This design comes from an exercise in tuning for a short achievable clock period and few clock cycles on the open sky130 flow, not from production work. Only simulation tests tie the RTL to the original design; equivalence was not proved. Power figures rest on the tool's default switching activity, not on a simulated workload.

## cache_subsystem
module cache_subsystem (
	input  logic         clk,
	input  logic         rst_n,
	input  logic         port0_read,
	input  logic         port0_write,
	input  logic [29:0]  port0_addr,
	input  logic [31:0]  port0_wdata,
	output logic [31:0]  port0_rdata,
	output logic         port0_stall,
	input  logic         port1_read,
	input  logic         port1_write,
	input  logic [29:0]  port1_addr,
	input  logic [31:0]  port1_wdata,
	output logic [31:0]  port1_rdata,
	output logic         port1_stall,
	output logic         mem_req,
	output logic         mem_write,
	output logic [27:0]  mem_block,
	output logic [127:0] mem_wdata,
	input  logic         mem_ack,
	input  logic [127:0] mem_rdata
);
clock: 6.0 ns
lec_check: 0
abc_clock_period_in_ps: 2000
cap_margin: 20
core_margin: 2
core_utilization: 45
setup_slack_margin: 3.4
slew_margin: 20
tns_end_percent: 100
standard.sh (not shown) runs the stock make flow with config.mk's settings and CLKGATE_MAP_FILE= SYNTH_SCRIPT=/design/flow/synth_recipe.tcl, a recipe that flattens the netlist after the stock synthesis.
==> flow/flow/run.sh <==
#!/bin/bash
# Own flow: the standard layout (standard.sh, whole), with the port
# buffers made of plain buffers (sky130_fd_sc_hd__buf_4) that the resizer
# may size, instead of the delay cells buffer_ports picks by default, and
# the pins of mem_ack and mem_req kept side by side (flow/io.tcl).
# make's full output goes to make_finish.log in the work folder; ORFS keeps
# each step's log under orfs/logs/.
set -euo pipefail
IO="$PWD/flow/io.tcl"
export BUFFER_PORTS_ARGS="-buffer_cell sky130_fd_sc_hd__buf_4"
export MATCH_CELL_FOOTPRINT=0
export IO_CONSTRAINTS="$IO"
bash standard.sh MATCH_CELL_FOOTPRINT=0 \
	"BUFFER_PORTS_ARGS=-buffer_cell sky130_fd_sc_hd__buf_4" \
	"IO_CONSTRAINTS=$IO" finish \
	> make_finish.log 2>&1
==> flow/flow/io.tcl <==
# Keep mem_ack and mem_req side by side on the die's edge: the request is
# one gate from the acknowledge.
set_io_pin_constraint -group -order -pin_names {mem_ack mem_req}
The first run finished clean.
Testbench counts at the start, summed over its fixed seeds: cycles 23,890.
==> next run, changes <==
Settings changed: CORE_UTILIZATION 45 to 30.
Hold slack is better by 0.088 ns.
Via count goes up by 1.4%.
Clock-buffer cell count decreases by 69.
Area after synthesis does not change.
Cell count came out higher by 16%.
Flip-flop and latch count is unchanged.
Power drops by 0.64%.
Fmax goes down by 2.9%.


== run 1 ==
cache_subsystem, a different RTL version from the one above (not shown whole).
Size in the first run: about 480 I/O pins, about 0.11 mm² of cells after synthesis.
// cache_subsystem
module cache_subsystem (
	input  logic         clk,
	input  logic         rst_n,
	input  logic         port0_read,
	input  logic         port0_write,
	input  logic [29:0]  port0_addr,
	input  logic [31:0]  port0_wdata,
	output logic [31:0]  port0_rdata,
	output logic         port0_stall,
	input  logic         port1_read,
	input  logic         port1_write,
	input  logic [29:0]  port1_addr,
	input  logic [31:0]  port1_wdata,
	output logic [31:0]  port1_rdata,
	output logic         port1_stall,
	output logic         mem_req,
	output logic         mem_write,
	output logic [27:0]  mem_block,
	output logic [127:0] mem_wdata,
	input  logic         mem_ack,
	input  logic [127:0] mem_rdata
);
	logic         c0_req, c1_req;
	logic         c0_write, c1_write;
	logic         c0_fill, c1_fill;
	logic         c0_sure, c1_sure;
	logic         c0_wfill, c1_wfill;
	logic         c0_own_wfill, c1_own_wfill;
	logic         c0_maybe, c1_maybe;
	logic [27:0]  c0_block, c1_block;
	logic [127:0] c0_wdata, c1_wdata;
	logic         c0_ack, c1_ack;
	cache_ctrl u_cache0 (
		.clk       (clk),
		.rst_n     (rst_n),
		.cpu_read  (port0_read),
		.cpu_write (port0_write),
		.cpu_addr  (port0_addr),
		.cpu_wdata (port0_wdata),
		.cpu_rdata (port0_rdata),
		.cpu_stall (port0_stall),
		.nxt_req   (c0_req),
		.nxt_sure  (c0_sure),
		.nxt_maybe (c0_maybe),
		.nxt_write (c0_write),
		.nxt_fill  (c0_fill),
		.nxt_wfill (c0_wfill),
		.nxt_block (c0_block),
		.nxt_wdata (c0_wdata),
		.mem_ack   (c0_ack),
		.own_wfill (c0_own_wfill),
		.link_ack  (mem_ack),
		.mem_rdata (mem_rdata)
	);
	cache_ctrl u_cache1 (
		.clk       (clk),
		.rst_n     (rst_n),
		.cpu_read  (port1_read),
  ...
Settings: LEC_CHECK=0, ABC_CLOCK_PERIOD_IN_PS=2000, CAP_MARGIN=20, CORE_MARGIN=2, CORE_UTILIZATION=50, SETUP_SLACK_MARGIN=3.4, SLEW_MARGIN=20, TNS_END_PERCENT=100; clock period 6.0 ns.
==> flow/flow/run.sh <==
#!/bin/bash
# Own flow: the standard layout (standard.sh, whole), with the port
# buffers made of plain buffers (sky130_fd_sc_hd__buf_4) that the resizer
# may size, instead of the delay cells buffer_ports picks by default, and
# the pins of mem_ack, mem_req and the stalls kept side by side
# (flow/io.tcl).
# make's full output goes to make_finish.log in the work folder; ORFS keeps
# each step's log under orfs/logs/.
set -euo pipefail
IO="$PWD/flow/io.tcl"
export BUFFER_PORTS_ARGS="-buffer_cell sky130_fd_sc_hd__buf_4"
export MATCH_CELL_FOOTPRINT=0
export IO_CONSTRAINTS="$IO"
bash standard.sh MATCH_CELL_FOOTPRINT=0 \
	"BUFFER_PORTS_ARGS=-buffer_cell sky130_fd_sc_hd__buf_4" \
	"IO_CONSTRAINTS=$IO" finish \
	> make_finish.log 2>&1
==> flow/flow/io.tcl <==
# Keep mem_ack, mem_req and the two stall outputs side by side on the die's
# edge: the request and a write miss's stall are one gate from mem_ack.
set_io_pin_constraint -group -order -pin_names {port0_stall mem_req mem_ack port1_stall}
Testbench counts of run 1, summed over its fixed seeds: cycles 23,653.
--- input diff run 1..run 2 ---
- changing CORE_UTILIZATION from 50 to 55
--- a/flow/flow/run.sh
+++ b/flow/flow/run.sh
@@ -5,2 +5 @@
-# the pins of mem_ack, mem_req and the stalls kept side by side
-# (flow/io.tcl).
+# the pins of mem_ack and mem_req kept side by side (flow/io.tcl).
==> flow/flow/io.tcl <==
# Keep mem_ack and mem_req side by side on the die's edge: the request is
# one gate from the acknowledge.
set_io_pin_constraint -group -order -pin_names {mem_ack mem_req}
## What came out
The maximum clock rate of run 2 falls short of that of run 1 by 2.0%.
Going from run 1 to run 2, footprint of the multi-input gates now larger; power share of the clock group down 0.6 points; die area now sits lower; post-layout minimum cycle time shows an increase of 0.060 ns.
[compare] base=run 1 new=run 2: final period utilization picked up an extra 1.0 points, cell row count lost 8, overall die width lost about 4.6%, hold slack picked up an extra 0.0086 ns.
The lower number of filler cells placed in the layout came out of run 2.
For run 1, the launch point of the critical path was mem_ack, unlike run 2, where it was u_cache0.u_lines.valid_q[3].
Relative to run 1, the number of clock buffers in the layout of run 2 is lower by 18.


cache_subsystem again, from the RTL that the note above started with.
clock: 6.0 ns
lec_check: 0
abc_clock_period_in_ps: 2000
cap_margin: 20
core_margin: 2
core_utilization: 45
setup_slack_margin: 3.4
slew_margin: 20
tns_end_percent: 100
==> flow/flow/run.sh <==
#!/bin/bash
# Own flow: the standard layout (standard.sh, whole), with the port
# buffers made of plain buffers (sky130_fd_sc_hd__buf_4) that the resizer
# may size, instead of the delay cells buffer_ports picks by default, and
# the pins of mem_ack and mem_req kept side by side (flow/io.tcl).
# make's full output goes to make_finish.log in the work folder; ORFS keeps
# each step's log under orfs/logs/.
set -euo pipefail
IO="$PWD/flow/io.tcl"
export BUFFER_PORTS_ARGS="-buffer_cell sky130_fd_sc_hd__buf_4"
export MATCH_CELL_FOOTPRINT=0
export IO_CONSTRAINTS="$IO"
bash standard.sh MATCH_CELL_FOOTPRINT=0 \
	"BUFFER_PORTS_ARGS=-buffer_cell sky130_fd_sc_hd__buf_4" \
	"IO_CONSTRAINTS=$IO" finish \
	> make_finish.log 2>&1
==> flow/flow/io.tcl <==
# Keep mem_ack and mem_req side by side on the die's edge: the request is
# one gate from the acknowledge.
set_io_pin_constraint -group -order -pin_names {mem_ack mem_req}
Testbench counts at the start, summed over its fixed seeds: cycles 23,653.
Next try:
==> flow/run.sh (new file) <==
#!/bin/bash
# synth_recipe.tcl (not shown) runs the flow's synth.tcl, then flattens the netlist and writes it again
# the make line also repeats each setting of config.mk as NAME=value (left out here)
make -C /OpenROAD-flow-scripts/flow DESIGN_CONFIG=/design/flow/config.mk WORK_HOME=/design/flow/orfs CLKGATE_MAP_FILE= SYNTH_SCRIPT=/design/flow/synth_recipe.tcl finish
removed: flow/flow/run.sh
removed: flow/flow/io.tcl
removed: flow/standard.sh
=>
- global-route usage is lower by 0.28 points
- flip-flop and latch count does not change
- non-clock buffer count is higher by 193
- synthesized area stays the same
- total power is higher by 2.1%
- clock-buffer cell count is lower by 14
- die area stays the same
- wire length is lower by 1.3%

-- what the ideal ports hide --
Ports are ideal in the flow. The routed layouts listed here were re-timed in OpenROAD.
Step 1 sets driving cells, clkbuf_16 on the clock port and buf_2 on the other inputs (assumed; they add their load-dependent delay and slew).
Step 2 times the ports against the registers' clock, not the clock port: input delays grow and output delays shrink by t, the midpoint of the rising clock arrivals with the driver on.
a / b / c = ideal / step 1 / step 2; a / b = the first two.
run	t, ns	setup WS [ns]	latest minus earliest clock arrival (ns)	worst data-port slew with drivers (ns)
the first run of note 1	1.060	3.094 / 2.922 / 1.862	0.075 / 0.074	0.31
the second run of note 1	0.973	3.007 / 2.921 / 1.949	0.076 / 0.075	0.38
run 1	1.057	3.088 / 2.987 / 2.113	0.096 / 0.096	0.26
run 2	1.054	3.028 / 2.889 / 1.835	0.057 / 0.058	0.38
the first run of note 3	1.064	3.075 / 2.986 / 2.079	0.084 / 0.084	0.42
the second run of note 3	1.055	3.104 / 2.896 / 1.841	0.069 / 0.068	0.36
After both steps setup and hold are still met in every run listed. The setup slack of the second run of note 3, which loses most, moves by -0.208 ns with the drivers and by -1.263 ns with both steps.
